From an optimization exercise on the open Yosys and OpenROAD flow, aimed at small area and a short achievable clock period; shortcuts taken in it are not production practice.
Only simulation tests tie the RTL to the original design; equivalence was not proved.
The clock port is modelled as an ideal driver; clocking choices that lean on that would not hold on a real chip.
Power figures rest on the tool's default switching activity, not on a simulated workload.

Design pmu_ahb, start of the top module:
module pmu_ahb (
    input  logic                       clk_i,
    input  logic                       rstn_i,
    input  logic                       hsel_i,
    input  logic                       hreadyi_i,
    input  logic [32-1:0] haddr_i,
    input  logic                       hwrite_i,
    input  logic [1:0]                 htrans_i,
    input  logic [32-1:0]   hwdata_i,
    output logic                       hreadyo_o,
    output logic                       hresp_o,
    output logic [32-1:0]   hrdata_o,
    input  logic [9-1:0]  events_i,
    output logic                       intr_overflow_o
);
For scale: roughly 450 flip-flops, roughly 120 I/O pins, roughly 22000 µm² of cells after synthesis.
==> module pmu_cnt_slice4, before the edit <==
module pmu_cnt_slice4 (
    input  logic       T,
    input  logic       h,
    input  logic       we,
    input  logic [3:0] q,
    input  logic [3:0] w,
    output logic [3:0] d,
    output logic       gn
);
    logic [3:1] tn;
    pmu_nand2 u_n1 (.a(T), .b(q[0]), .y(tn[1]));
    pmu_nand3 u_n2 (.a(T), .b(q[0]), .c(q[1]), .y(tn[2]));
    pmu_nand4 u_n3 (.a(T), .b(q[0]), .c(q[1]), .d(q[2]), .y(tn[3]));
    pmu_cnt_bit0 u_b0 (.t(T), .h(h), .we(we), .q(q[0]), .w(w[0]), .d(d[0]));
    for (genvar i = 1; i < 4; i++) begin : g_b
        pmu_cnt_bit u_b (.tn(tn[i]), .h(h), .we(we), .q(q[i]), .w(w[i]), .d(d[i]));
    end
    pmu_nand4 u_g (.a(q[0]), .b(q[1]), .c(q[2]), .d(q[3]), .y(gn));
endmodule
==> module pmu_cnt_bit0, before the edit <==
module pmu_cnt_bit0 (
    input  logic t,
    input  logic h,
    input  logic we,
    input  logic q,
    input  logic w,
    output logic d
);
    logic x;
    pmu_a22o u_x (.a1(h), .a2(q), .b1(we), .b2(w), .y(x));
    pmu_xor2 u_d (.a(x), .b(t), .y(d));
endmodule
==> module pmu_xor2, before the edit <==
module pmu_xor2 (input logic a, input logic b, output logic y);
    assign y = a ^ b;
endmodule
==> module pmu_ahb, before the edit <==
module pmu_ahb (
    input  logic                       clk_i,
    input  logic                       rstn_i,
    input  logic                       hsel_i,
    input  logic                       hreadyi_i,
    input  logic [32-1:0] haddr_i,
    input  logic                       hwrite_i,
    input  logic [1:0]                 htrans_i,
    input  logic [32-1:0]   hwdata_i,
    output logic                       hreadyo_o,
    output logic                       hresp_o,
    output logic [32-1:0]   hrdata_o,
    input  logic [9-1:0]  events_i,
    output logic                       intr_overflow_o
);
    localparam int W  = 32;
    localparam int NC = 9;
    logic       addr_valid;
    logic [3:0] addr_idx;
    logic [11:0] wr;
    assign addr_valid = hsel_i && hreadyi_i && htrans_i[1];
    assign addr_idx   = haddr_i[5:2];
    logic [11:0] wr_d;
    for (genvar i = 0; i < 12; i++) begin : g_wr_d
        assign wr_d[i] = addr_valid && hwrite_i && (addr_idx == 4'(i));
    end
    always_ff @(posedge clk_i or negedge rstn_i) begin
        if (!rstn_i) begin
            wr <= '0;
        end else begin
            wr <= wr_d;
        end
    end
    logic [W-1:0]  cfg_q, cfg_d;
    logic [W-1:0]  cnt_q [NC];
    logic [W-1:0]  cnt_d [NC];
    logic [W-1:0]  st_q, st_d;
    logic [W-1:0]  mask_q, mask_d;
    logic [NC-1:0] wrap;
    logic en, clr;
    assign en  = cfg_q[0];
    assign clr = cfg_q[1];
    logic wlo;
    pmu_and16 u_wlo (.a(hwdata_i[15:0]), .y(wlo));
    logic [NC-1:0] lo_q, lo_d;
    logic [NC-1:0] ce_q, ce_d;
    for (genvar k = 0; k < NC; k++) begin : g_ce
        assign ce_d[k] = cfg_d[0] && !cfg_d[1] && !wr_d[1+k];
    end
    for (genvar k = 0; k < NC; k++) begin : g_cnt
        logic       hold, ev, tick, lo_inc;
        logic [7:0] grpn, T;
        assign hold    = !wr[1+k] && !clr;
        assign ev      = en && events_i[k];
        pmu_and2 u_tick (.a(ce_q[k]), .b(events_i[k]), .y(tick));
        assign wrap[k] = tick && lo_q[k] && !(|grpn[7:4]);
        assign lo_inc  = !cnt_q[k][0] && (&cnt_q[k][3:1]) && !(|grpn[3:1]);
        assign lo_d[k] = wr[1+k] ? wlo : (hold && (ev ? lo_inc : lo_q[k]));
        pmu_cnt_carry u_carry (
            .e  (tick),
            .f  (lo_q[k]),
            .gn (grpn),
            .T  (T)
        );
        for (genvar j = 0; j < 8; j++) begin : g_slice
            pmu_cnt_slice4 u_slice (
                .T  (T[j]),
                .h  (hold),
                .we (wr[1+k]),
                .q  (cnt_q[k][4*j +: 4]),
                .w  (hwdata_i[4*j +: 4]),
                .d  (cnt_d[k][4*j +: 4]),
                .gn (grpn[j])
            );
        end
    end
    logic [W-1:0] st_w;
    logic [2:0]   keep;
    assign keep = ~{wr[11], wr[10], wr[0]};
    for (genvar b = 0; b < W; b++) begin : g_wk
        pmu_a22o u_cfg  (.a1(wr[0]),  .a2(hwdata_i[b]), .b1(keep[0]), .b2(cfg_q[b]),  .y(cfg_d[b]));
        pmu_a22o u_st   (.a1(wr[10]), .a2(hwdata_i[b]), .b1(keep[1]), .b2(st_q[b]),   .y(st_w[b]));
        pmu_a22o u_mask (.a1(wr[11]), .a2(hwdata_i[b]), .b1(keep[2]), .b2(mask_q[b]), .y(mask_d[b]));
    end
    assign st_d = st_w | W'(wrap);
    logic [11:0]  rsel;
    logic [3:0]   sel_lo;
    logic [2:0]   sel_hi;
    logic [W-1:0] rdn_d, rdn_q;
    for (genvar i = 0; i < 4; i++) begin : g_sel_lo
        assign sel_lo[i] = (addr_idx[1:0] == 2'(i));
    end
    for (genvar i = 0; i < 3; i++) begin : g_sel_hi
        assign sel_hi[i] = (addr_idx[3:2] == 2'(i));
    end
    logic [11:0]  rsel_b;
    for (genvar i = 0; i < 12; i++) begin : g_rsel
        pmu_and2 u_sel   (.a(sel_lo[i % 4]), .b(sel_hi[i / 4]), .y(rsel[i]));
        pmu_and2 u_sel_b (.a(sel_lo[i % 4]), .b(sel_hi[i / 4]), .y(rsel_b[i]));
    end
    for (genvar b = 0; b < W; b++) begin : g_rd
        logic [11:0] col;
        assign col[0]  = cfg_d[b];
        for (genvar k = 0; k < NC; k++) begin : g_col
            assign col[1+k] = cnt_d[k][b];
        end
        assign col[10] = st_d[b];
        assign col[11] = mask_d[b];
        pmu_rd_bit u_rd (
            .d (col),
            .s (b < W/2 ? rsel : rsel_b),
            .yn (rdn_d[b])
        );
    end
    logic intr_q;
    always_ff @(posedge clk_i or negedge rstn_i) begin
        if (!rstn_i) begin
            cfg_q  <= '0;
            st_q   <= '0;
            mask_q <= '0;
            rdn_q  <= '0;
            lo_q   <= '0;
            ce_q   <= '0;
            intr_q <= 1'b0;
        end else begin
            cfg_q  <= cfg_d;
            st_q   <= st_d;
            mask_q <= mask_d;
            rdn_q  <= rdn_d;
            lo_q   <= lo_d;
            ce_q   <= ce_d;
            intr_q <= |(st_d[NC-1:0] & mask_d[NC-1:0]);
        end
    end
    for (genvar k = 0; k < NC; k++) begin : g_cnt_ff
        always_ff @(posedge clk_i or negedge rstn_i) begin
            if (!rstn_i) cnt_q[k] <= '0;
            else         cnt_q[k] <= cnt_d[k];
        end
    end
    assign hrdata_o        = ~rdn_q;
    assign intr_overflow_o = intr_q;
    assign hreadyo_o       = 1'b1;
    assign hresp_o         = 1'b0;
endmodule
Settings: LEC_CHECK=0, CAP_MARGIN=20, CORE_MARGIN=2, CORE_UTILIZATION=60, CTS_CLUSTER_DIAMETER=80, CTS_CLUSTER_SIZE=24, SETUP_SLACK_MARGIN=3.0, SLEW_MARGIN=20, SYNTH_HIERARCHICAL=1, SYNTH_MINIMUM_KEEP_SIZE=0, TNS_END_PERCENT=10; clock period 5.0 ns.
standard.sh (not shown) runs the stock make flow with config.mk's settings and CLKGATE_MAP_FILE= SYNTH_SCRIPT=/design/flow/synth_recipe.tcl, a recipe that flattens the netlist after the stock synthesis.
==> flow/flow/run.sh <==
#!/bin/bash
set -euo pipefail
here=$(pwd)
bash standard.sh "BUFFER_PORTS_ARGS=-buffer_cell sky130_fd_sc_hd__buf_2" \
  "POST_CTS_TCL=$here/flow/post_cts.tcl" finish > standard.log 2>&1
==> flow/flow/noroot.tcl <==
proc drop_clock_root {} {
  set block [ord::get_db_block]
  set root [$block findInst clkbuf_0_clk_i]
  if {$root == "NULL"} { error "no clock root buffer" }
  set innet [[$root findITerm A] getNet]
  set outnet [[$root findITerm X] getNet]
  set loads {}
  foreach it [$outnet getITerms] {
    if {[$it getInst] != $root} { lappend loads $it }
  }
  if {[llength $loads] > 4} {
    puts "drop_clock_root: root drives [llength $loads] cells, more than the port may; tree left as is"
    return
  }
  foreach it $loads { $it disconnect; $it connect $innet }
  [$root findITerm A] disconnect
  [$root findITerm X] disconnect
  odb::dbInst_destroy $root
  odb::dbNet_destroy $outnet
  puts "drop_clock_root: port now drives [llength $loads] buffers"
}
==> flow/flow/post_cts.tcl <==
# ORFS POST_CTS hook: take out the clock tree's root buffer, so the clock
# port drives the tree's first level directly, then let the CTS step's
# timing repair and legalization run again on the shorter tree.
source [file join [file dirname [info script]] noroot.tcl]
drop_clock_root
estimate_parasitics -placement
repair_timing_helper -setup_margin 3.1
detailed_placement
check_placement -verbose
estimate_parasitics -placement
report_clock_skew
report_worst_slack
The baseline went through all stages and came out clean.
Rerun with:
--- a/flow/design.v
+++ b/flow/design.v
@@ -20,18 +20,18 @@
     input  logic       we,
     input  logic [3:0] q,
     input  logic [3:0] w,
     output logic [3:0] d,
     output logic       gn
 );
-    logic [3:1] tn;
+    logic [3:0] tn;
+    assign tn[0] = ~T;
     pmu_nand2 u_n1 (.a(T), .b(q[0]), .y(tn[1]));
     pmu_nand3 u_n2 (.a(T), .b(q[0]), .c(q[1]), .y(tn[2]));
     pmu_nand4 u_n3 (.a(T), .b(q[0]), .c(q[1]), .d(q[2]), .y(tn[3]));
-    pmu_cnt_bit0 u_b0 (.t(T), .h(h), .we(we), .q(q[0]), .w(w[0]), .d(d[0]));
-    for (genvar i = 1; i < 4; i++) begin : g_b
+    for (genvar i = 0; i < 4; i++) begin : g_b
         pmu_cnt_bit u_b (.tn(tn[i]), .h(h), .we(we), .q(q[i]), .w(w[i]), .d(d[i]));
     end
     pmu_nand4 u_g (.a(q[0]), .b(q[1]), .c(q[2]), .d(q[3]), .y(gn));
 endmodule
 module pmu_cnt_bit (
     input  logic tn,
@@ -41,27 +41,12 @@
     input  logic w,
     output logic d
 );
     logic x;
     pmu_a22o  u_x (.a1(h), .a2(q), .b1(we), .b2(w), .y(x));
     pmu_xnor2 u_d (.a(x), .b(tn), .y(d));
-endmodule
-module pmu_cnt_bit0 (
-    input  logic t,
-    input  logic h,
-    input  logic we,
-    input  logic q,
-    input  logic w,
-    output logic d
-);
-    logic x;
-    pmu_a22o u_x (.a1(h), .a2(q), .b1(we), .b2(w), .y(x));
-    pmu_xor2 u_d (.a(x), .b(t), .y(d));
-endmodule
-module pmu_xor2 (input logic a, input logic b, output logic y);
-    assign y = a ^ b;
 endmodule
 module pmu_a22oi (input logic a1, input logic a2, input logic b1, input logic b2, output logic y);
     assign y = ~((a1 & a2) | (b1 & b2));
 endmodule
 module pmu_a22o (input logic a1, input logic a2, input logic b1, input logic b2, output logic y);
     assign y = (a1 & a2) | (b1 & b2);
@@ -226,21 +211,15 @@
                 .w  (hwdata_i[4*j +: 4]),
                 .d  (cnt_d[k][4*j +: 4]),
                 .gn (grpn[j])
             );
         end
     end
-    logic [W-1:0] st_w;
-    logic [2:0]   keep;
-    assign keep = ~{wr[11], wr[10], wr[0]};
-    for (genvar b = 0; b < W; b++) begin : g_wk
-        pmu_a22o u_cfg  (.a1(wr[0]),  .a2(hwdata_i[b]), .b1(keep[0]), .b2(cfg_q[b]),  .y(cfg_d[b]));
-        pmu_a22o u_st   (.a1(wr[10]), .a2(hwdata_i[b]), .b1(keep[1]), .b2(st_q[b]),   .y(st_w[b]));
-        pmu_a22o u_mask (.a1(wr[11]), .a2(hwdata_i[b]), .b1(keep[2]), .b2(mask_q[b]), .y(mask_d[b]));
-    end
-    assign st_d = st_w | W'(wrap);
+    assign cfg_d  = wr[0]  ? hwdata_i : cfg_q;
+    assign st_d   = (wr[10] ? hwdata_i : st_q) | W'(wrap);
+    assign mask_d = wr[11] ? hwdata_i : mask_q;
     logic [11:0]  rsel;
     logic [3:0]   sel_lo;
     logic [2:0]   sel_hi;
     logic [W-1:0] rdn_d, rdn_q;
     for (genvar i = 0; i < 4; i++) begin : g_sel_lo
         assign sel_lo[i] = (addr_idx[1:0] == 2'(i));
Result: The new run produced a clean layout; sequential share of layout area goes down by 0.76 points; power goes down by 1.4%; via count is about the same; design area goes up by about 1.8%; die area goes up by 2.5%; worst setup slack gets better by 0.014 ns; synthesized cell count goes up by 4.2%.

re-timing with driven ports:
No port has a modelled driver above. Below, the same layouts with a new extraction and two added sets of constraints. Step 1: set_driving_cell puts a clkbuf_16 on clk_i and a buf_2 on each other input, an assumption about the parent block. Step 2 times the ports against the registers' clock, not the clock port: input delays grow and output delays shrink by t, the midpoint of the rising clock arrivals with the driver on. a / b / c = no drivers / after step 1 / after step 2; a / b = the first two.
run | shift t [ns] | slack for setup (ns) | worst hold slack (ns) | pins driven straight from the clock port
the first run | 0.518 | 2.905 / 2.825 / 2.435 | 0.506 / 0.506 / 0.506 | 2
the second run | 0.506 | 2.919 / 2.852 / 2.451 | 0.504 / 0.504 / 0.504 | 2
After both steps every run listed still meets setup and hold. The setup slack of the first run, which loses most, moves by -0.080 ns with the drivers and by -0.470 ns with both steps.
